Context: an optimization exercise on an open-source flow, tuned for small area, a short achievable clock period and few clock cycles. The choices shown serve that exercise and are no tape-out recipe. No functional check of the RTL was part of any run shown here. Power figures rest on the tool's default switching activity, not on a simulated workload.

--- run.sh ---
#!/bin/bash
# synth_recipe.tcl (not shown) runs the flow's synth.tcl, then flattens the netlist and writes it again
# the make line also repeats each setting of config.mk as NAME=value (left out here)
make -C /OpenROAD-flow-scripts/flow DESIGN_CONFIG=/design/flow/config.mk WORK_HOME=/design/flow/orfs CLKGATE_MAP_FILE= SYNTH_SCRIPT=/design/flow/synth_recipe.tcl finish
--- design.v ---
`default_nettype none
package wgm_pkg;
    localparam int MAX_PATTERN = 64;
    localparam int LEN_W       = $clog2(MAX_PATTERN + 1);
    localparam logic [7:0] CH_STAR = 8'h2A;
    localparam logic [7:0] CH_ANY  = 8'h3F;
    typedef logic [LEN_W-1:0] len_t;
    typedef enum logic [1:0] {
        MODE_START   = 2'd0,
        MODE_PATTERN = 2'd1,
        MODE_TEXT    = 2'd2,
        MODE_END     = 2'd3
    } mode_t;
    typedef struct packed {
        mode_t      mode;
        logic [7:0] ch;
    } item_t;
    typedef struct packed {
        logic matched;
        logic error;
    } result_t;
endpackage
`default_nettype wire
`default_nettype none
module wgm_cell (
    input  wire        clk,
    input  wire        we,         
    input  wire  [7:0] ch,         
    input  wire        pat_col,    
    input  wire        text_en,    
    input  wire        prev_col,   
    input  wire        prev_step,  
    output logic       col,
    output logic       step
);
    logic [7:0] char_reg;
    logic       hit_reg;
    logic       is_star;
    assign is_star = (char_reg == wgm_pkg::CH_STAR);
    assign step    = prev_col & hit_reg;
    always_ff @(posedge clk)
    begin
        if (we)
        begin
            char_reg <= ch;
        end
    end
    always_ff @(posedge clk)
    begin
        hit_reg <= (char_reg == ch) || (char_reg == wgm_pkg::CH_ANY);
    end
    always_ff @(posedge clk)
    begin
        if (we)
        begin
            col <= pat_col;
        end
        else if (text_en)
        begin
            col <= is_star ? (prev_step | col) : step;
        end
    end
endmodule
`default_nettype wire
`default_nettype none
module wildcard_glob_matcher (
    input  wire               clk,
    input  wire               rst_n,
    input  wire               item_valid,
    output logic              item_ready,
    input  wire  [9:0]        item_in,
    output logic              result_valid,
    input  wire               result_ready,
    output logic [1:0]        result
);
    localparam int N  = wgm_pkg::MAX_PATTERN;
    localparam int NH = N / 8 + 1;
    wgm_pkg::item_t      item;
    assign item = wgm_pkg::item_t'(item_in);
    logic                ready_reg;
    logic                accept;
    assign item_ready = ready_reg;
    assign accept     = item_valid && ready_reg;
    logic                do_start;
    logic                do_pat;
    logic                do_text;
    logic                do_end;
    logic                is_star_in;
    logic                pat_ok;
    logic                pat_we;
    logic [6:0]          pat_len_reg;
    logic [NH-1:0]       slot_hi_reg;
    logic [7:0]          slot_lo_reg;
    logic                text_started_reg;
    logic                error_reg;
    logic                last_star_reg;
    logic                all_star_reg;
    assign do_start   = accept && (item.mode == wgm_pkg::MODE_START);
    assign do_pat     = accept && (item.mode == wgm_pkg::MODE_PATTERN);
    assign do_text    = accept && (item.mode == wgm_pkg::MODE_TEXT);
    assign do_end     = accept && (item.mode == wgm_pkg::MODE_END);
    assign is_star_in = (item.ch == wgm_pkg::CH_STAR);
    assign pat_ok     = !text_started_reg && !pat_len_reg[6];
    assign pat_we     = do_pat && pat_ok && !(is_star_in && last_star_reg);
    always_ff @(posedge clk or negedge rst_n)
    begin
        if (!rst_n)
        begin
            pat_len_reg      <= '0;
            slot_hi_reg      <= NH'(1);
            slot_lo_reg      <= 8'd1;
            text_started_reg <= 1'b0;
            error_reg        <= 1'b0;
            last_star_reg    <= 1'b0;
            all_star_reg     <= 1'b1;
        end
        else if (do_start)
        begin
            pat_len_reg      <= '0;
            slot_hi_reg      <= NH'(1);
            slot_lo_reg      <= 8'd1;
            text_started_reg <= 1'b0;
            error_reg        <= 1'b0;
            last_star_reg    <= 1'b0;
            all_star_reg     <= 1'b1;
        end
        else if (do_pat)
        begin
            if (pat_ok)
            begin
                pat_len_reg   <= pat_len_reg + 1'b1;
                last_star_reg <= is_star_in;
                all_star_reg  <= all_star_reg && is_star_in;
                if (pat_we)
                begin
                    slot_lo_reg <= {slot_lo_reg[6:0], slot_lo_reg[7]};
                    if (slot_lo_reg[7])
                    begin
                        slot_hi_reg <= {slot_hi_reg[NH-2:0], 1'b0};
                    end
                end
            end
            else
            begin
                error_reg <= 1'b1;
            end
        end
        else if (do_text)
        begin
            text_started_reg <= 1'b1;
        end
    end
    logic                c_text;
    logic                c_end;
    logic                c_text_seen;
    always_ff @(posedge clk or negedge rst_n)
    begin
        if (!rst_n)
        begin
            c_text      <= 1'b0;
            c_end       <= 1'b0;
            c_text_seen <= 1'b0;
        end
        else
        begin
            c_text <= do_text;
            c_end  <= do_end;
            c_text_seen <= text_started_reg;
        end
    end
    logic [N:0]          col;
    logic [N:0]          step;
    logic [N-1:0]        we;
    assign col[0]  = !c_text_seen;
    assign step[0] = 1'b0;
    for (genvar i = 0; i < N; i++)
    begin : g_cell
        assign we[i] = pat_we && slot_hi_reg[i / 8] && slot_lo_reg[i % 8];
        wgm_cell u_cell (
            .clk       (clk),
            .we        (we[i]),
            .ch        (item.ch),
            .pat_col   (all_star_reg && is_star_in),
            .text_en   (c_text),
            .prev_col  (col[i]),
            .prev_step (step[i]),
            .col       (col[i+1]),
            .step      (step[i+1])
        );
    end
    logic [NH-1:0]       grp_hit;
    logic                matched_now;
    for (genvar h = 0; h < NH; h++)
    begin : g_grp
        logic [7:0] part;
        for (genvar l = 0; l < 8; l++)
        begin : g_lo
            if (8 * h + l <= N)
            begin : g_on
                assign part[l] = col[8 * h + l] && slot_lo_reg[l];
            end
            else
            begin : g_off
                assign part[l] = 1'b0;
            end
        end
        assign grp_hit[h] = slot_hi_reg[h] && (|part);
    end
    assign matched_now = |grp_hit;
    logic                out_v;
    logic [1:0]          out_r;
    logic                skid_v;
    logic [1:0]          skid_r;
    logic [1:0]          new_r;
    logic                pop;
    logic                out_v_next;
    logic                skid_v_next;
    assign new_r = {matched_now, error_reg};
    assign pop   = out_v && result_ready;
    always_comb
    begin
        out_v_next  = out_v;
        skid_v_next = skid_v;
        if (pop)
        begin
            if (skid_v)
            begin
                skid_v_next = c_end;
            end
            else
            begin
                out_v_next = c_end;
            end
        end
        else if (c_end)
        begin
            if (out_v)
            begin
                skid_v_next = 1'b1;
            end
            else
            begin
                out_v_next = 1'b1;
            end
        end
    end
    always_ff @(posedge clk or negedge rst_n)
    begin
        if (!rst_n)
        begin
            out_v     <= 1'b0;
            skid_v    <= 1'b0;
            ready_reg <= 1'b1;
        end
        else
        begin
            out_v     <= out_v_next;
            skid_v    <= skid_v_next;
            ready_reg <= (32'(out_v_next) + 32'(skid_v_next) + 32'(do_end)) <= 1;
        end
    end
    always_ff @(posedge clk)
    begin
        if (pop)
        begin
            out_r <= skid_v ? skid_r : new_r;
        end
        else if (!out_v)
        begin
            out_r <= new_r;
        end
        if (c_end && (skid_v ? pop : (out_v && !pop)))
        begin
            skid_r <= new_r;
        end
    end
    assign result_valid = out_v;
    assign result       = out_r;
endmodule
`default_nettype wire
--- config.mk ---
export PLATFORM = sky130hd
export DESIGN_NAME = wildcard_glob_matcher
export DESIGN_NICKNAME = wildcard_glob_matcher
export VERILOG_FILES = /design/flow/design.v
export SDC_FILE = /design/flow/constraint.sdc
export NUM_CORES = 4
export LEC_CHECK = 0
export CAP_MARGIN = 20
export CORE_MARGIN = 2
export CORE_UTILIZATION = 60
export CTS_BUF_LIST = sky130_fd_sc_hd__clkbuf_8 sky130_fd_sc_hd__clkbuf_16
export CTS_CLUSTER_DIAMETER = 100
export CTS_CLUSTER_SIZE = 30
export SETUP_SLACK_MARGIN = 0.8
export SLEW_MARGIN = 20
--- constraint.sdc ---
create_clock -name core_clock -period 3.0 [get_ports {clk}]
set_input_delay 0.6000 -clock core_clock [delete_from_list [all_inputs] [get_ports {clk}]]
set_output_delay 0.6000 -clock core_clock [all_outputs]
set_load 0.01 [all_outputs]
==> key figures, run 1 <==
Final layout
  – Max reg flops: ~510
  – Nets: 2,374
  – Fillers: 3,522
  – Register Area: 19,600 um^2
  – Area of the multi-input gates: 11,000 um^2
  – Fraction of layout cells with a size suffix above 1: between 10% and 20%
  – Area delta synth->final: 11.3%
  – Non-Filler Instances: 3,051

Timing
  – Fin Setup TNS: 0 ns
  – Fin. Hold Viols: 0
  – Worst-margin pin slew: between 1 and 1.5 ns
  – Worst slew margin: roughly 30%
  – PnR worst setup slack: 0.547 ns
  – Final Max Slew Viols: 0
  – Fin crit period: 2.45 ns
  – Final setup viols: 0
  – Fmax achieved: ~400 MHz
  – Unrepaired setup endpoints after global routing: yes
  – Period Utilization, post-route: 81.8%
  – Clock Skews: 0.0198 ns

Placed design
  – Dpl hpwl: 38,500 um
  – Inst Count DP: 2,962
  – # port buffers: 17
  – Final GP Congestion: 0.794
  – DP Worst Slack: -0.560 ns

Floorplan
  – Row count: 82
  – Core area: 50,300 um^2
  – Chip Width: 230 um
  – Die height: 230 um
  – Initial Util: 60.8%
  – Full die area: approximately 53,000 um^2
  – Top-Level Pins: 18

GRT
  – First-pass GRT wire length: around 100,000 um
  – Number of global-route vias before repair: 18,700
  – Initial antenna violation count: 1
  – Gr ovfl total: 0
  – Total track usage: 25.6%
  – Largest net degree at the start of global routing: 129

Routing
  – Post-DR wirelength/cell: 21.9 um
  – Via count: 18,300
  – Post-DRT Antenna Nets: 0
  – DRC Markers: 0
  – Final wirelength: approximately 67,000 um
  – Pre-Repair DR Iteration Count: 5
  – Initial DRC count: around 1,400
  – Via density: approximately 6.0

Yosys
  – Mapped Cells: ~2,200
  – Flops & latches, synth: between 600 and 700
  – Post-synthesis compound-gate area fraction: under 10%
  – Post-synthesis mux area share: 4.45%
  – Share of the yosys chip area belonging to registers: 63.9%
  – Syn nets: 2,263
  – Number of flops mapped to enable cells by yosys: 580
  – Adder-Cell Fraction of Synth Area: 0.0818%
  – Synth Area in XOR/XNOR: 14.8%
  – Yosys warning total: 2
  – Post-synth ARST share: under 10%
  – Largest family of logic cells by synthesized area: XOR/XNOR gates
  – Synth Flop Type: edfxtp_1
  – Post-synthesis area per instance: 13.6 um^2
  – Library cells used by synthesis: 44
  – Mapped cell area: roughly 31,000 um^2
  – Simple-gate portion of the synthesized area: 11.7%

Pwr
  – LEAKAGE: 10.5 nW
  – PwrDens: 488 nW/um^2
  – Maximum VDD drop: 546 uV

Clock network
  – Clk buf depth: 3
  – CTS tree: built
  – Clock Sinks: approximately 680
  – Num CTS Buffers: 26
  – Hold buffers post-CTS: 0
  – H-tree levels: 1
  – CTS clk-pin slew, worst paths: 0.11 ns
  – CTS root buffer: clkbuf_16
  – Clk latency of the worst-skew pair: 0.61 ns

Critical path
  – CP Data Required Time: 3.33 ns
  – Crit start category: flip-flop
  – Kind of critical path: flip-flop to flip-flop
  – WP data arrival: approximately 2.8 ns
  – Worst-path fanout max: 5
  – CP Capture Type: flip-flop

Run
  – Max-cap violation count: 0

Min path
  – Worst min path class: input port to asynchronous set/reset pin

Outcome
  – Run status: timing/DRC/antenna clean
## per-stage QoR
step / hold WS (ns) / utilization [%] / area [um^2] / total power [mW]
floorplan: 0.304 / - / 30800 / 11.6
global placement: 0.422 / 64.5 / 32400 / 12.2
detailed placement: 0.432 / 64.5 / 32400 / 12.3
CTS: 0.0976 / 67.2 / 33800 / 16.6
global route: 0.131 / 67.7 / 34000 / 17.1
finish: 0.0859 / 67.7 / 34000 / 16.6
## area by class of cell
class                           count  share of cell area, %
Antenna cell                        1                0.00735
Clock buffer                       29                   2.10
Clock inverter                     19                  0.224
Inverter                            7                 0.0919
Multi-Input combinational cell   1479                   32.3
Sequential cell                   678                   57.5
Tap cell                          672                   2.47
Timing Repair Buffer              166                   5.32
## kinds of logic after synthesis
group,after synthesis
flops,678
mux,128
buf+inv,90
compound gates,195
xor+xnor,517
fa+ha+maj,2
simple gates,637
## cell usage in the layout (no fill, tap or decap), drive strengths merged, types with 4 or more instances in the layout
master and count:
a21o 9, a21oi 73, a22o 4, a22oi 30, and2 65, and3 4, buf 158, clkbuf 29
clkdlybuf4s50 7, dfrtp 30, dfstp 4, dfxtp 64, edfxtp 580, inv 25, mux2 64, mux2i 64
nand2 75, nand3 67, nand4 199, nor2 83, nor3b 8, nor4 63, o21ai 6, o22ai 64
or2 65, xnor2 513, xor2 4
## critical path, stage by stage (launching register included)
cell and delay (ns):
dfrtp_1 0.43, or2_1 0.25, or4_4 0.50, buf_4 0.18, nor3b_4 0.30, buf_8 0.20, and2_4 0.20, or2_2 0.12
## where the power goes
| part | switching [mW] | total (mW) | leakage, nW | internal, mW |
|---|---|---|---|---|
| clock network | 2.65 | 4.38 | 0.452 | 1.73 |
| logic | 0.898 | 1.61 | 3.84 | 0.712 |
| registers | 0.206 | 10.6 | 6.19 | 10.4 |
## per-layer routing
metal  share of wire (%)  up-vias  global-route usage [%]  routed length, um
met3                 5.3      102                    3.14               3540
met5                   0        -                       0                  0
met2                  47      465                    42.6              31200
li1                    -     8589                       -                  -
met1                  45     9163                    36.2              30300
met4                 2.6        0                    6.15               1760
## final timing paths
kind,start,end,slack [ns],depth (start not counted)
max,text_started_reg,g_cell[27].u_cell.col,0.55,7
min,rst_n,pat_len_reg[2],0.09,1
max reg2reg,text_started_reg,g_cell[27].u_cell.col,0.55,7
min reg2reg,slot_hi_reg[8],slot_hi_reg[8],0.50,1
max in group asynchronous,rst_n,slot_lo_reg[4],2.30,1
min in group core_clock,slot_hi_reg[8],slot_hi_reg[8],0.50,1
## cells in the mapped netlist (4+ instances only)
cell type / instances / area share [%]
nand3_1: 67 / 1.1
or2_2: 64 / 1.3
and2_1: 58 / 1.2
clkbuf_1: 65 / 0.80
edfxtp_1: 580 / 57
nor3b_2: 5 / 0.20
o21ai_0: 6 / 0.098
a22oi_1: 30 / 0.74
dfrtp_1: 30 / 2.5
nor2_1: 83 / 1.0
nor4_1: 63 / 1.3
xnor2_1: 513 / 15
and2_2: 7 / 0.17
o22ai_1: 64 / 1.3
nand4_1: 199 / 4.1
mux2_2: 64 / 2.4
buf_1: 16 / 0.20
a21o_1: 9 / 0.22
mux2i_1: 64 / 2.1
and3_1: 4 / 0.082
nand2_1: 75 / 0.92
a21oi_1: 73 / 1.2
a22o_1: 4 / 0.11
inv_1: 7 / 0.086
dfxtp_1: 64 / 4.2
dfstp_2: 4 / 0.34
xor2_1: 4 / 0.11
## what timing repair did
action,4_1_cts,5_1_grt
gates resized for setup,74,47
buffers inserted,33,7
endpoints found under the setup margin,659,652
endpoints found under the hold margin,0,0
pin swaps,12,11
==> run 2: changes to the inputs <==
--- a/config.mk
+++ b/config.mk
@@ -9,7 +9,4 @@
 export CORE_MARGIN = 2
 export CORE_UTILIZATION = 60
-export CTS_BUF_LIST = sky130_fd_sc_hd__clkbuf_8 sky130_fd_sc_hd__clkbuf_16
-export CTS_CLUSTER_DIAMETER = 100
-export CTS_CLUSTER_SIZE = 30
 export SETUP_SLACK_MARGIN = 0.8
 export SLEW_MARGIN = 20
==> key figures, run 2 <==
Timing
  – Fin crit period: 2.45 ns
  – Final Max Slew Viols: 0
  – Fmax achieved: 408 MHz
  – PnR worst setup slack: 0.551 ns
  – Hold slack: 0.109 ns
  – Unrepaired setup endpoints after global routing: yes
  – Fin. Hold Viols: 0
  – Worst slew margin: 39.4%
  – Worst-margin pin slew: 0.910 ns
  – Final setup viols: 0
  – Period Utilization, post-route: 81.6%
  – Clock Skews: 0.0197 ns
  – Fin Setup TNS: 0 ns

Final layout
  – Final core occ: 70.5%
  – Commonest non-fill, non-tap cell in the layout: edfxtp_1
  – Fraction of layout cells with a size suffix above 1: 19.6%
  – Area delta synth->final: 15.9%
  – Most frequent cells in the layout: edfxtp_1 (580), xnor2_1 (513), nand4_1 (199)
  – ANT cells: 0
  – Non-Filler Instances: ~3,100
  – Nets: 2,417
  – Max reg flops: 512

Placed design
  – # port buffers: 17
  – Final GP Congestion: 0.794
  – DP Worst Slack: -0.560 ns
  – Inst Count DP: about 3,000
  – Dpl hpwl: approximately 38,000 um

Yosys
  – Yosys warning total: 2
  – Synth Flop Type: edfxtp_1
  – Largest area contributor in the netlist: edfxtp_1
  – Count leader, synth: edfxtp_1
  – Syn nets: 2,263
  – Library cells used by synthesis: 44
  – Post-synthesis area per instance: 13.6 um^2
  – Post-synth top area share: between 50% and 60%
  – Mapped Cells: 2,247
  – Post-synth top cells: edfxtp_1 (580), xnor2_1 (513), nand4_1 (199)
  – Cells taking the most area after synthesis: edfxtp_1 (57%), xnor2_1 (15%), dfxtp_1 (4.2%)
  – Post-synth ARST share: 5.01%
  – Number of flops mapped to enable cells by yosys: 580
  – Share of the yosys chip area belonging to registers: 63.9%
  – Mapped cell area: 30,600 um^2
  – Flops & latches, synth: between 600 and 700

Clock network
  – Clk buf depth: 3
  – Clock Sinks: just under 700
  – CTS tree: built
  – CTS root buffer: clkbuf_16
  – H-tree levels: 3
  – Num CTS Buffers: 70
  – CTS clk-pin slew, worst paths: 0.06 ns
  – Clk latency of the worst-skew pair: 0.60 ns

GRT
  – Initial antenna violation count: 0
  – Number of global-route vias before repair: 19,300
  – First-pass GRT wire length: 107,000 um
  – Total track usage: 26.5%
  – Gr ovfl total: 0
  – Largest net degree at the start of global routing: 129

Pwr
  – LEAKAGE: 11.1 nW
  – PwrDens: 581 nW/um^2
  – Maximum VDD drop: 509 uV

Critical path
  – Worst-path fanout max: 8
  – WP data arrival: 2.75 ns
  – Crit Reg-Reg Endpoint: g_cell[11].u_cell.char_reg[2]
  – Length in cells of the worst reg-to-reg path: 7
  – Crit start category: flip-flop
  – CP Capture Type: flip-flop
  – Kind of critical path: flip-flop to flip-flop
  – Worst reg2reg setup slack: 0.55 ns
  – CP Data Required Time: 3.30 ns
  – R2R Path Start: text_started_reg

Min path
  – Worst min path class: input port to asynchronous set/reset pin

Routing
  – Final wirelength: 68,500 um
  – Initial DRC count: 1,337
  – Post-DRT Antenna Nets: 0
  – Post-DR wirelength/cell: 21.9 um
  – Pre-Repair DR Iteration Count: 7
  – Via count: 18,600
  – DRC Markers: 0
  – Via density: 5.97

Floorplan
  – Full die area: 52,800 um^2
  – Initial Util: about three fifths
  – Chip Width: 230 um
  – Core area: 50,300 um^2
  – Top-Level Pins: 18
  – Row count: 82
  – Die height: 230 um

Run
  – Max-cap violation count: 0

Outcome
  – Run status: timing/DRC/antenna clean
## run 2: worst max-delay path by stage
stage | start | to | slack [ns]
after detailed placement | item_valid | g_cell[18].u_cell.char_reg[5] | -0.56
final | text_started_reg | g_cell[11].u_cell.char_reg[2] | 0.55
after floorplan | item_in[9] | g_cell[55].u_cell.col | 0.65
after global placement | item_in[8] | g_cell[61].u_cell.char_reg[6] | -0.65
after global routing | text_started_reg | g_cell[11].u_cell.char_reg[2] | 0.51
after CTS | ready_reg | g_cell[17].u_cell.char_reg[3] | 0.56
## run 2: kinds of logic after synthesis
logic type               count (synthesis)  synth area share (%)
buffers and inverters                   90                  1.11
XOR/XNOR                               517                  14.8
multiplexers                           128                  4.45
AND/OR/NAND/NOR                        637                  11.7
adder cells (fa/ha/maj)                  2                0.0818
flip-flops                             678                  63.9
AO/OA/AOI/OAI                          195                  3.92
## run 2: worst max-delay path: stages (launching register included)
cell and delay [ns]:
dfrtp_1 0.41, or2_1 0.25, or4_4 0.49, buf_12 0.17, nor3b_4 0.31, buf_8 0.20, and2_4 0.18, buf_6 0.14
## run 2: layout make-up
cell class | instances | area, um^2
clock buffer | 99 | 1970
tap | 672 | 841
clock inverter | 26 | 253
inverter | 7 | 31.3
sequential | 678 | 19600
timing repair buffer | 165 | 1820
fill | 3377 | 14800
multi-input combinational | 1479 | 11000
## run 2: routing by layer
layer	vias to the layer above	track usage [%]	wire length, um
li1	8717	-	-
met1	9304	36.9	31200
met2	500	43.4	31900
met3	126	3.56	3600
met4	0	9.15	1800
met5	-	0	0
## run 2: metrics by stage
step | power [mW] | cell area, um^2
after global placement | 12.2 | 32400
after detailed placement | 12.3 | 32400
after global routing | 21.2 | 35500
final | 20.6 | 35500
after CTS | 20.7 | 35300
after floorplan | 11.6 | 30800
## run 2: timing repair
action | CTS | global route
pin swaps | 12 | 12
cloned | 0 | 0
endpoints found under the setup margin | 659 | 652
hold buffers | 0 | 0
resized for setup | 93 | 26
buffers inserted | 32 | 7
## run 2: where the power goes
part / switching (mW) / internal, mW / leakage [nW]
combinational: 0.900 / 0.693 / 3.87
sequential: 0.205 / 10.4 / 6.19
clock: 3.38 / 5.01 / 1.08
total: 4.49 / 16.1 / 11.1
==> run 3: changes to the inputs <==
--- a/design.v
+++ b/design.v
@@ -82,9 +82,35 @@
     assign item_ready = ready_reg;
     assign accept     = item_valid && ready_reg;
-    logic                do_start;
-    logic                do_pat;
-    logic                do_text;
-    logic                do_end;
-    logic                is_star_in;
+    logic                a_start;
+    logic                a_pat;
+    logic                a_text;
+    logic                a_end;
+    logic                a_star;
+    logic [7:0]          a_ch;
+    always_ff @(posedge clk or negedge rst_n)
+    begin
+        if (!rst_n)
+        begin
+            a_start <= 1'b0;
+            a_pat   <= 1'b0;
+            a_text  <= 1'b0;
+            a_end   <= 1'b0;
+        end
+        else
+        begin
+            a_start <= accept && (item.mode == wgm_pkg::MODE_START);
+            a_pat   <= accept && (item.mode == wgm_pkg::MODE_PATTERN);
+            a_text  <= accept && (item.mode == wgm_pkg::MODE_TEXT);
+            a_end   <= accept && (item.mode == wgm_pkg::MODE_END);
+        end
+    end
+    always_ff @(posedge clk)
+    begin
+        if (accept)
+        begin
+            a_ch   <= item.ch;
+            a_star <= (item.ch == wgm_pkg::CH_STAR);
+        end
+    end
     logic                pat_ok;
     logic                pat_we;
@@ -96,11 +122,6 @@
     logic                last_star_reg;
     logic                all_star_reg;
-    assign do_start   = accept && (item.mode == wgm_pkg::MODE_START);
-    assign do_pat     = accept && (item.mode == wgm_pkg::MODE_PATTERN);
-    assign do_text    = accept && (item.mode == wgm_pkg::MODE_TEXT);
-    assign do_end     = accept && (item.mode == wgm_pkg::MODE_END);
-    assign is_star_in = (item.ch == wgm_pkg::CH_STAR);
-    assign pat_ok     = !text_started_reg && !pat_len_reg[6];
-    assign pat_we     = do_pat && pat_ok && !(is_star_in && last_star_reg);
+    assign pat_ok = !text_started_reg && !pat_len_reg[6];
+    assign pat_we = a_pat && pat_ok && !(a_star && last_star_reg);
     always_ff @(posedge clk or negedge rst_n)
     begin
@@ -115,5 +136,5 @@
             all_star_reg     <= 1'b1;
         end
-        else if (do_start)
+        else if (a_start)
         begin
             pat_len_reg      <= '0;
@@ -125,11 +146,11 @@
             all_star_reg     <= 1'b1;
         end
-        else if (do_pat)
+        else if (a_pat)
         begin
             if (pat_ok)
             begin
                 pat_len_reg   <= pat_len_reg + 1'b1;
-                last_star_reg <= is_star_in;
-                all_star_reg  <= all_star_reg && is_star_in;
+                last_star_reg <= a_star;
+                all_star_reg  <= all_star_reg && a_star;
                 if (pat_we)
                 begin
@@ -146,5 +167,5 @@
             end
         end
-        else if (do_text)
+        else if (a_text)
         begin
             text_started_reg <= 1'b1;
@@ -164,6 +185,6 @@
         else
         begin
-            c_text <= do_text;
-            c_end  <= do_end;
+            c_text      <= a_text;
+            c_end       <= a_end;
             c_text_seen <= text_started_reg;
         end
@@ -172,14 +193,19 @@
     logic [N:0]          step;
     logic [N-1:0]        we;
+    logic [NH-1:0]       we_grp;
     assign col[0]  = !c_text_seen;
     assign step[0] = 1'b0;
+    for (genvar h = 0; h < NH; h++)
+    begin : g_we
+        assign we_grp[h] = pat_we && slot_hi_reg[h];
+    end
     for (genvar i = 0; i < N; i++)
     begin : g_cell
-        assign we[i] = pat_we && slot_hi_reg[i / 8] && slot_lo_reg[i % 8];
+        assign we[i] = we_grp[i / 8] && slot_lo_reg[i % 8];
         wgm_cell u_cell (
             .clk       (clk),
             .we        (we[i]),
-            .ch        (item.ch),
-            .pat_col   (all_star_reg && is_star_in),
+            .ch        (a_ch),
+            .pat_col   (all_star_reg && a_star),
             .text_en   (c_text),
             .prev_col  (col[i]),
@@ -257,5 +283,6 @@
             out_v     <= out_v_next;
             skid_v    <= skid_v_next;
-            ready_reg <= (32'(out_v_next) + 32'(skid_v_next) + 32'(do_end)) <= 1;
+            ready_reg <= (32'(out_v_next) + 32'(skid_v_next) + 32'(a_end)
+                          + 32'(accept && (item.mode == wgm_pkg::MODE_END))) <= 1;
         end
     end
--- a/config.mk
+++ b/config.mk
@@ -9,4 +9,4 @@
 export CORE_MARGIN = 2
 export CORE_UTILIZATION = 60
-export SETUP_SLACK_MARGIN = 0.8
+export SETUP_SLACK_MARGIN = 0.5
 export SLEW_MARGIN = 20
==> key figures, run 3 <==
Routing
  – Final wirelength: 71,400 um
  – Initial DRC count: around 1,400
  – Via count: a little under 20,000
  – Routed length on met3: 4300 um
  – Pre-Repair DR Iteration Count: 5
  – Via density: 6.06
  – Top routing layer in use: met5
  – Met1 WL: approximately 31,000 um
  – Metal2 WL: 34,300 um
  – Post-DRT Antenna Nets: 0
  – Post-DR wirelength/cell: 22.3 um
  – DRC Markers: 0

Yosys
  – Post-synth top cells: edfxtp_1 (589), xnor2_1 (516), a21oi_1 (205)
  – Post-synthesis area per instance: around 13 um^2
  – Largest area contributor in the netlist: edfxtp_1
  – Post-synth top area share: 55.3%
  – Cells taking the most area after synthesis: edfxtp_1 (55%), xnor2_1 (14%), dfxtp_1 (4.0%)
  – Synth Flop Type: edfxtp_1
  – Flops & latches, synth: between 600 and 700
  – Mapped cell area: around 32,000 um^2
  – Yosys warning total: 2
  – Post-synth ARST share: 5.50%
  – Count leader, synth: edfxtp_1
  – Syn nets: about 2,400
  – Number of flops mapped to enable cells by yosys: 589
  – Share of the yosys chip area belonging to registers: ~62%
  – Mapped Cells: 2,418
  – Library cells used by synthesis: 49

Final layout
  – Area delta synth->final: 10.6%
  – Commonest non-fill, non-tap cell in the layout: edfxtp_1
  – Most frequent cells in the layout: edfxtp_1 (589), xnor2_1 (516), a21oi_1 (205)
  – Final core occ: 67.1%
  – Fraction of layout cells with a size suffix above 1: 12.0%
  – Max reg flops: 512
  – Nets: 2,470
  – ANT cells: 0

Clock network
  – Clock Sinks: a little under 700
  – Clk buf depth: 3
  – CTS tree: built
  – Hold buffers post-CTS: 0
  – Num CTS Buffers: 72
  – Clk latency of the worst-skew pair: 0.61 ns
  – H-tree levels: 3
  – CTS clk-pin slew, worst paths: roughly 0.060 ns
  – CTS root buffer: clkbuf_16

Critical path
  – CP Capture Type: flip-flop
  – Kind of critical path: flip-flop to flip-flop
  – Crit start category: flip-flop
  – WP data arrival: roughly 2.8 ns
  – Worst-path fanout max: 17
  – CP Data Required Time: approximately 3.4 ns

Pwr
  – PwrDens: 651 nW/um^2
  – LEAKAGE: 11.2 nW
  – Maximum VDD drop: 518 uV

Run
  – Max-cap violation count: 0

GRT
  – Gr ovfl total: 0
  – Initial antenna violation count: 1
  – Number of global-route vias before repair: 19,700
  – Largest net degree at the start of global routing: 75
  – Total track usage: about a quarter
  – First-pass GRT wire length: between 100,000 and 150,000 um

Timing
  – Worst slew margin: approximately 38%
  – Final setup viols: 0
  – Clock Skews: roughly 0.021 ns
  – Fin crit period: 2.47 ns
  – Fmax achieved: 406 MHz
  – Fin Setup TNS: 0 ns
  – Fin. Hold Viols: 0
  – Unrepaired setup endpoints after global routing: yes
  – Worst-margin pin slew: between 0.9 and 1 ns
  – Final Max Slew Viols: 0
  – Period Utilization, post-route: about 82%
  – Hold slack: 0.0258 ns
  – PnR worst setup slack: 0.534 ns

Placed design
  – # port buffers: 17
  – DP Worst Slack: between 0.3 and 0.4 ns
  – Dpl hpwl: 45,200 um
  – Final GP Congestion: 0.849

Floorplan
  – Chip Width: 235 um
  – Core area: 52,700 um^2
  – Full die area: 55,100 um^2
  – Row count: 84
  – Top-Level Pins: 18
  – Die height: about 230 um
  – Initial Util: approximately three fifths

Outcome
  – Run status: timing/DRC/antenna clean

Min path
  – Worst min path class: input port to asynchronous set/reset pin
## run 3: worst max-delay path, cell delays in order, from the launching register on
cell and delay, ns:
dfrtp_2 0.65, a22oi_1 0.27, nand4_1 0.14, a222oi_1 0.60
nand4_1 0.25, mux2_4 0.31
## run 3: path summary, 6_finish.rpt
kind / slack [ns] / from / endpoint / cells past startpoint
max in group asynchronous: 2.22 / rst_n / slot_lo_reg[0] / 2
max: 0.53 / slot_lo_reg[3] / out_r[1] / 5
min in group core_clock: 0.42 / a_end / c_end / 0
min: 0.03 / rst_n / a_end / 1
min reg2reg: 0.42 / a_end / c_end / 0
max reg2reg: 0.53 / slot_lo_reg[3] / out_r[1] / 5
## run 3: per-layer routing
| metal | GRT usage (%) | vias to the layer above |
|---|---|---|
| met5 | 0 | - |
| met1 | 36.1 | 9707 |
| met4 | 8.13 | 2 |
| met2 | 42.4 | 555 |
| li1 | - | 9023 |
| met3 | 3.88 | 103 |
## run 3: cells by family (layout without fill, tap and decap cells)
family	Yosys count	count (layout)	share of synthesized area (%)
AO/OA/AOI/OAI	316	316	5.58
AND/OR/NAND/NOR	638	638	12.4
multiplexers	69	69	2.43
buffers and inverters	184	279	2.93
adder cells (fa/ha/maj)	2	2	0.102
flip-flops	691	691	62.3
XOR/XNOR	518	518	14.2
## run 3: power by group
part	leakage [nW]	switching, mW	total (mW)	internal [mW]
Combinational	3.73	1.74	2.89	1.15
Clock	1.15	3.62	8.80	5.19
Sequential	6.34	0.491	11.3	10.8
Total	11.2	5.85	23.0	17.2
## run 3: final cells by class
cell class / count / area, um^2
clock buffer: 94 / 1980
sequential: 691 / 19900
timing repair buffer: 73 / 836
multi-input combinational: 1543 / 11100
fill: 3766 / 17300
inverter: 73 / 274
clock inverter: 39 / 362
tap: 688 / 861
## run 3: metrics by stage
stage	cells	power, mW	instance area, um^2
detailed placement	3068	14.4	33000
floorplan	2418	13.4	32000
CTS	3201	23.2	35400
global placement	3068	14.4	33000
global route	3201	23.8	35400
finish	3201	23.0	35400
## run 3: what timing repair did
action                     CTS  global route
pin swaps                    0             2
gates resized for setup      3             3
setup endpoints to repair    1            52
buffers inserted             0             0
==> run 4: changes to the inputs <==
--- a/config.mk
+++ b/config.mk
@@ -8,5 +8,5 @@
 export CAP_MARGIN = 20
 export CORE_MARGIN = 2
-export CORE_UTILIZATION = 60
-export SETUP_SLACK_MARGIN = 0.5
+export CORE_UTILIZATION = 70
+export SETUP_SLACK_MARGIN = 1.3
 export SLEW_MARGIN = 20
==> key figures, run 4 <==
Outcome
  – Run status: timing/DRC/antenna clean

Timing
  – Clock Skews: 0.0216 ns
  – Worst slew margin: a little over a quarter
  – Fin. Hold Viols: 0
  – Final setup viols: 0
  – Period Utilization, post-route: between 70% and 80%
  – Final Max Slew Viols: 0
  – Fin crit period: approximately 2.3 ns
  – Worst-margin pin slew: 1.09 ns
  – Fin Setup TNS: 0 ns
  – Unrepaired setup endpoints after global routing: yes
  – Fmax achieved: 433 MHz

Clock network
  – CTS tree: built
  – CTS root buffer: clkbuf_16
  – H-tree levels: 3
  – Clk buf depth: 3
  – Num CTS Buffers: 70
  – Clk latency of the worst-skew pair: 0.61 ns
  – CTS clk-pin slew, worst paths: roughly 0.07 ns
  – Clock Sinks: 691

Critical path
  – Most frequent CP cell: nand4_1
  – Buf/Inv on CP: 1
  – Crit. Startpoint: slot_lo_reg[3]
  – CP max stage delay: 0.48 ns
  – Crit-path cells: buf_4 > a22oi_1 > nand4_1 > a222oi_1 > nand4_1 > mux2_4
  – WP data arrival: 2.66 ns
  – Delay-heaviest family, CP: compound AO/OA/AOI/OAI gates
  – Critical path depth: 6
  – R2R Path Start: slot_lo_reg[3]
  – Kind of critical path: flip-flop to flip-flop
  – Crit start category: flip-flop
  – Worst reg2reg setup slack: 0.69 ns
  – CP max-delay cell: dfrtp_2
  – Length in cells of the worst reg-to-reg path: 6
  – CP endpoint: out_r[1]
  – CP Capture Type: flip-flop
  – Crit Reg-Reg Endpoint: out_r[1]
  – Worst-path fanout max: 4
  – CP Data Required Time: about 3.4 ns

Floorplan
  – Core area: ~45,000 um^2
  – Full die area: 47,400 um^2
  – Die height: 218 um
  – Chip Width: 218 um
  – Row count: 78
  – Top-Level Pins: 18
  – Initial Util: around 70%

GRT
  – First-pass GRT wire length: about 120,000 um
  – Largest net degree at the start of global routing: 87
  – Total track usage: 33.8%
  – Gr ovfl total: 0
  – Number of global-route vias before repair: 21,200
  – Initial antenna violation count: 0

Yosys
  – Number of flops mapped to enable cells by yosys: between 500 and 600
  – Synth Flop Type: edfxtp_1
  – Library cells used by synthesis: between 40 and 50
  – Count leader, synth: edfxtp_1
  – Mapped cell area: 32,000 um^2
  – Cells taking the most area after synthesis: edfxtp_1 (55%), xnor2_1 (14%), dfxtp_1 (4.0%)
  – Largest area contributor in the netlist: edfxtp_1
  – Post-synth ARST share: 5.50%
  – Syn nets: around 2,400
  – Yosys warning total: 2
  – Post-synthesis area per instance: between 10 and 15 um^2
  – Share of the yosys chip area belonging to registers: 62.3%
  – Mapped Cells: 2,418
  – Post-synth top cells: edfxtp_1 (589), xnor2_1 (516), a21oi_1 (205)
  – Post-synth top area share: around 55%
  – Flops & latches, synth: slightly below 700

Final layout
  – Commonest non-fill, non-tap cell in the layout: edfxtp_1
  – Area of the multi-input gates: roughly 12,000 um^2
  – Final Cell Area: between 30,000 and 40,000 um^2
  – Max reg flops: roughly 500
  – Final core occ: between 80 and 90%
  – Non-Filler Instances: 3,223
  – Fraction of layout cells with a size suffix above 1: 24.2%
  – Register Area: 20,000 um^2
  – Area delta synth->final: 19.0%
  – ANT cells: 0
  – Most frequent cells in the layout: edfxtp_1 (589), xnor2_1 (511), nand4_1 (197)
  – Nets: around 2,600
  – Fillers: 2,196

Placed design
  – Dpl hpwl: roughly 42,000 um
  – DP Area: between 30,000 and 40,000 um^2
  – # port buffers: 17
  – Final GP Congestion: 0.826
  – Inst Count DP: around 3,000

Routing
  – Via count: 21,400
  – DRC Markers: 0
  – Pre-Repair DR Iteration Count: 7
  – Post-DRT Antenna Nets: 0
  – Via density: 6.64
  – Final wirelength: 85,000 um
  – Post-DR wirelength/cell: 26.4 um
  – Initial DRC count: approximately 2,500

Pwr
  – PwrDens: 629 nW/um^2
  – Pwr Total: approximately 24 mW
  – LEAKAGE: 11.6 nW
  – Maximum VDD drop: 642 uV

Min path
  – Worst min path class: flip-flop to flip-flop

Run
  – Max-cap violation count: 0
run 4: changes by cell type in the layout (fill, tap and decap cells not counted), sizes merged:
cell,previous run,this run
nand2,102,103
inv,76,26
bufbuf,0,3
clkinv,25,29
clkbuf,94,101
clkinvlp,5,41
dlygate4sd3,0,1
bufinv,6,5
clkdlybuf4s50,16,12
buf,57,169
and2,1,2
run 4: worst min path at each step:
| stage | start | end | slack, ns | cells after the start |
|---|---|---|---|---|
| 2_1_floorplan | rst_n | a_end | 0.30 | 0 |
| 3_3_place_gp | a_text | c_text | 0.38 | 0 |
| 3_5_place_dp | a_text | c_text | 0.38 | 0 |
| 4_1_cts | rst_n | a_end | 0.17 | 1 |
| 5_1_grt | a_text | c_text | 0.40 | 0 |
| 6_report | a_text | c_text | 0.39 | 0 |
run 4: per-layer routing:
layer | vias up | GRT usage [%] | wire length [um]
met3 | 280 | 5.52 | 8630
met5 | - | 0 | 98
met4 | 2 | 15.5 | 3970
li1 | 9271 | - | -
met2 | 1254 | 53.8 | 39300
met1 | 10600 | 46.2 | 33000
run 4: cell families after synthesis:
group,share of synthesized area [%]
xor+xnor,14.2
buf+inv,2.93
simple gates,12.4
flops,62.3
mux,2.43
compound gates,5.58
fa+ha+maj,0.102
run 4: metrics by stage:
stage | worst slack [ns] | hold slack (ns)
after floorplan | 0.981 | 0.304
after global placement | 0.644 | 0.383
after detailed placement | 0.593 | 0.383
after CTS | 0.913 | 0.166
after global routing | 0.617 | 0.396
final | 0.690 | 0.392
run 4: timing repair:
item / in CTS / in global routing
cloned: 9 / 5
hold buffers: 0 / 1
resized for setup: 178 / 114
setup buffers: 79 / 35
setup endpoints to repair: 723 / 697
hold endpoints to repair: 0 / 10
pin swaps: 44 / 22
run 4: layout make-up:
class | count | area share, %
Inverter | 73 | 1.56
Tap cell | 600 | 1.97
Clock buffer | 97 | 5.17
Multi-Input combinational cell | 1545 | 32.0
Timing Repair Buffer | 189 | 6.15
Clock inverter | 28 | 0.664
Sequential cell | 691 | 52.4
run 4: power breakdown:
| group | total [mW] | internal [mW] | switching (mW) |
|---|---|---|---|
| logic | 4.12 | 1.61 | 2.50 |
| clock network | 8.57 | 5.00 | 3.57 |
| registers | 11.2 | 10.9 | 0.365 |
| total | 23.9 | 17.5 | 6.44 |
==> run 5: changes to the inputs <==
--- a/config.mk
+++ b/config.mk
@@ -8,5 +8,8 @@
 export CAP_MARGIN = 20
 export CORE_MARGIN = 2
-export CORE_UTILIZATION = 70
+export CORE_UTILIZATION = 60
+export CTS_BUF_LIST = sky130_fd_sc_hd__clkbuf_8 sky130_fd_sc_hd__clkbuf_16
+export CTS_CLUSTER_DIAMETER = 100
+export CTS_CLUSTER_SIZE = 30
 export SETUP_SLACK_MARGIN = 1.3
 export SLEW_MARGIN = 20
==> key figures, run 5 <==
GRT
  – Number of global-route vias before repair: 19,500
  – Total track usage: between 20% and 30%
  – Gr ovfl total: 0
  – First-pass GRT wire length: 111,000 um
  – Initial antenna violation count: 0
  – Largest net degree at the start of global routing: 85

Clock network
  – CTS clk-pin slew, worst paths: 0.12 ns
  – Hold buffers post-CTS: 0
  – Clk buf depth: 3
  – Clock Sinks: 691
  – H-tree levels: 1
  – Clk latency of the worst-skew pair: 0.63 ns
  – Num CTS Buffers: 28
  – CTS tree: built
  – CTS root buffer: clkbuf_16

Yosys
  – Largest area contributor in the netlist: edfxtp_1
  – Mapped cell area: 32,000 um^2
  – Mapped Cells: 2,418
  – Cells taking the most area after synthesis: edfxtp_1 (55%), xnor2_1 (14%), dfxtp_1 (4.0%)
  – Syn nets: approximately 2,400
  – Synth Flop Type: edfxtp_1
  – Post-synth ARST share: 5.50%
  – Library cells used by synthesis: 49
  – Post-synthesis area per instance: 13.2 um^2
  – Post-synth top cells: edfxtp_1 (589), xnor2_1 (516), a21oi_1 (205)
  – Yosys warning total: 2
  – Share of the yosys chip area belonging to registers: around 62%
  – Flops & latches, synth: 691
  – Count leader, synth: edfxtp_1
  – Post-synth top area share: 55.3%
  – Number of flops mapped to enable cells by yosys: a little under 600

Final layout
  – Max reg flops: 512
  – Commonest non-fill, non-tap cell in the layout: edfxtp_1
  – Area delta synth->final: 12.8%
  – Nets: 2,509
  – ANT cells: 0
  – Fillers: around 3,700
  – Final core occ: 68.5%
  – Fraction of layout cells with a size suffix above 1: 20.3%
  – Final Cell Area: 36,100 um^2
  – Most frequent cells in the layout: edfxtp_1 (589), xnor2_1 (513), nand4_1 (197)

Placed design
  – DP Area: ~33,000 um^2
  – Final GP Congestion: between 0.8 and 0.9
  – # port buffers: 17
  – Dpl hpwl: between 40,000 and 50,000 um

Critical path
  – Kind of critical path: flip-flop to flip-flop
  – WP data arrival: 2.49 ns
  – Worst-path fanout max: 8
  – CP Capture Type: flip-flop
  – CP Data Required Time: 3.39 ns
  – Crit start category: flip-flop

Routing
  – DRC Markers: 0
  – Via count: 19,600
  – Initial DRC count: approximately 1,600
  – Final wirelength: around 73,000 um
  – Post-DR wirelength/cell: 22.9 um
  – Post-DRT Antenna Nets: 0
  – Pre-Repair DR Iteration Count: 5
  – Via density: 6.11

Timing
  – Fin. Hold Viols: 0
  – Period Utilization, post-route: 69.9%
  – Final Max Slew Viols: 0
  – Clock Skews: 0.0267 ns
  – Final setup viols: 0
  – Fmax achieved: 477 MHz
  – Fin crit period: between 2 and 2.5 ns
  – Unrepaired setup endpoints after global routing: yes
  – Worst slew margin: between 20% and 30%
  – Fin Setup TNS: 0 ns
  – Worst-margin pin slew: about 1.1 ns

Pwr
  – Maximum VDD drop: 579 uV
  – PwrDens: 544 nW/um^2
  – LEAKAGE: approximately 11 nW
  – Pwr Total: 19.6 mW

Floorplan
  – Chip Width: approximately 230 um
  – Top-Level Pins: 18
  – Initial Util: approximately three fifths
  – Core area: 52,700 um^2
  – Row count: 84
  – Full die area: 55,100 um^2
  – Die height: 235 um

Outcome
  – Run status: timing/DRC/antenna clean

Run
  – Max-cap violation count: 0

Min path
  – Worst min path class: input port to asynchronous set/reset pin
## run 5: cell counts after synthesis
Identical to the previous run, type by type.
## run 5: worst paths after layout
path	from	slack, ns	cells after the start	to
min	rst_n	0.09	1	a_end
max	slot_lo_reg[0]	0.90	6	out_r[1]
min in group core_clock	a_text	0.44	0	c_text
min reg2reg	a_text	0.44	0	c_text
max reg2reg	slot_lo_reg[0]	0.90	6	out_r[1]
max in group asynchronous	rst_n	2.21	1	slot_lo_reg[7]
## run 5: through the flow
| step | hold WS (ns) | setup slack (ns) | instances |
|---|---|---|---|
| 2_1_floorplan | 0.304 | 0.981 | 2418 |
| 3_3_place_gp | 0.414 | 0.555 | 3056 |
| 3_5_place_dp | 0.410 | 0.516 | 3056 |
| 4_1_cts | 0.121 | 0.912 | 3167 |
| 5_1_grt | 0.156 | 0.808 | 3203 |
| 6_report | 0.0888 | 0.904 | 3203 |
## run 5: cell families (layout without fill, tap and decap cells)
group                      Yosys count  count (layout)  share of synthesized area, %
adders and majority gates            2               2                         0.102
AOI/OAI and AO/OA                  316             316                          5.58
DFF                                691             691                          62.3
buffers and inverters              184             280                          2.93
xor gates and xnor gates           518             518                          14.2
and+or+nand+nor                    638             639                          12.4
muxes                               69              69                          2.43
## run 5: metal layers
layer	track usage [%]	vias to the layer above	routed length (um)
li1	-	9061	-
met1	37.5	9936	33600
met2	41.6	491	34500
met3	2.48	80	3720
met4	4.93	0	1470
met5	0	-	0
## run 5: cell type report
| type | count | area (um^2) | area share (%) |
|---|---|---|---|
| Clock buffer | 30 | 739 | 2.05 |
| Clock inverter | 22 | 131 | 0.364 |
| Inverter | 73 | 584 | 1.62 |
| Multi-Input combinational cell | 1544 | 11900 | 33.1 |
| Sequential cell | 691 | 20000 | 55.3 |
| Tap cell | 688 | 861 | 2.39 |
| Timing Repair Buffer | 155 | 1850 | 5.14 |
## run 5: timing repair
action,4_1_cts,5_1_grt
pin swaps,36,9
cloned,7,2
resized for setup,118,102
setup endpoints to repair,721,668
buffers inserted,52,34
## run 5: report_power, final
part | total, mW | internal [mW] | switching, mW | leakage [nW]
clock | 4.72 | 1.84 | 2.88 | 0.477
combinational | 3.72 | 1.49 | 2.23 | 3.86
sequential | 11.2 | 10.8 | 0.349 | 6.33
## run 5: critical path: stages (launching register included)
cell       delay [ns]
dfstp_4          0.54
buf_4            0.17
a22oi_2          0.16
a41oi_2          0.20
a2111oi_4        0.37
nand4_1          0.16
mux2_4           0.29

## what the ideal ports hide
In the flow no input, the clock included, has a driving cell. The finished layouts below were timed again as built, in two steps. Step 1 assumes that a clkbuf_16 drives the clock port and a buf_2 every other input. Step 2 moves the port delays by t, midway between the first and last clock arrival at a register: inputs arrive t later, outputs are due t later. That takes back most of the time a late clock gives input paths. Three values: no drivers, after step 1, after step 2; two values: the first two.
run | shift t [ns] | slack for setup (ns) | worst hold slack (ns)
run 1 | 0.656 | 0.547 / 0.547 / -0.063 | 0.086 / 0.053 / 0.501
run 2 | 0.647 | 0.551 / 0.551 / -0.054 | 0.109 / 0.075 / 0.488
run 3 | 0.657 | 0.534 / 0.534 / 0.534 | 0.026 / -0.006 / 0.423
run 4 | 0.660 | 0.690 / 0.690 / 0.690 | 0.392 / 0.379 / 0.392
run 5 | 0.675 | 0.904 / 0.904 / 0.839 | 0.089 / 0.059 / 0.437
With both steps, setup timing fails in run 1 and run 2, where it was met with ideal ports. For run 1, which loses most, drivers alone change the setup slack by 0.000 ns; drivers and shift together by -0.610 ns.
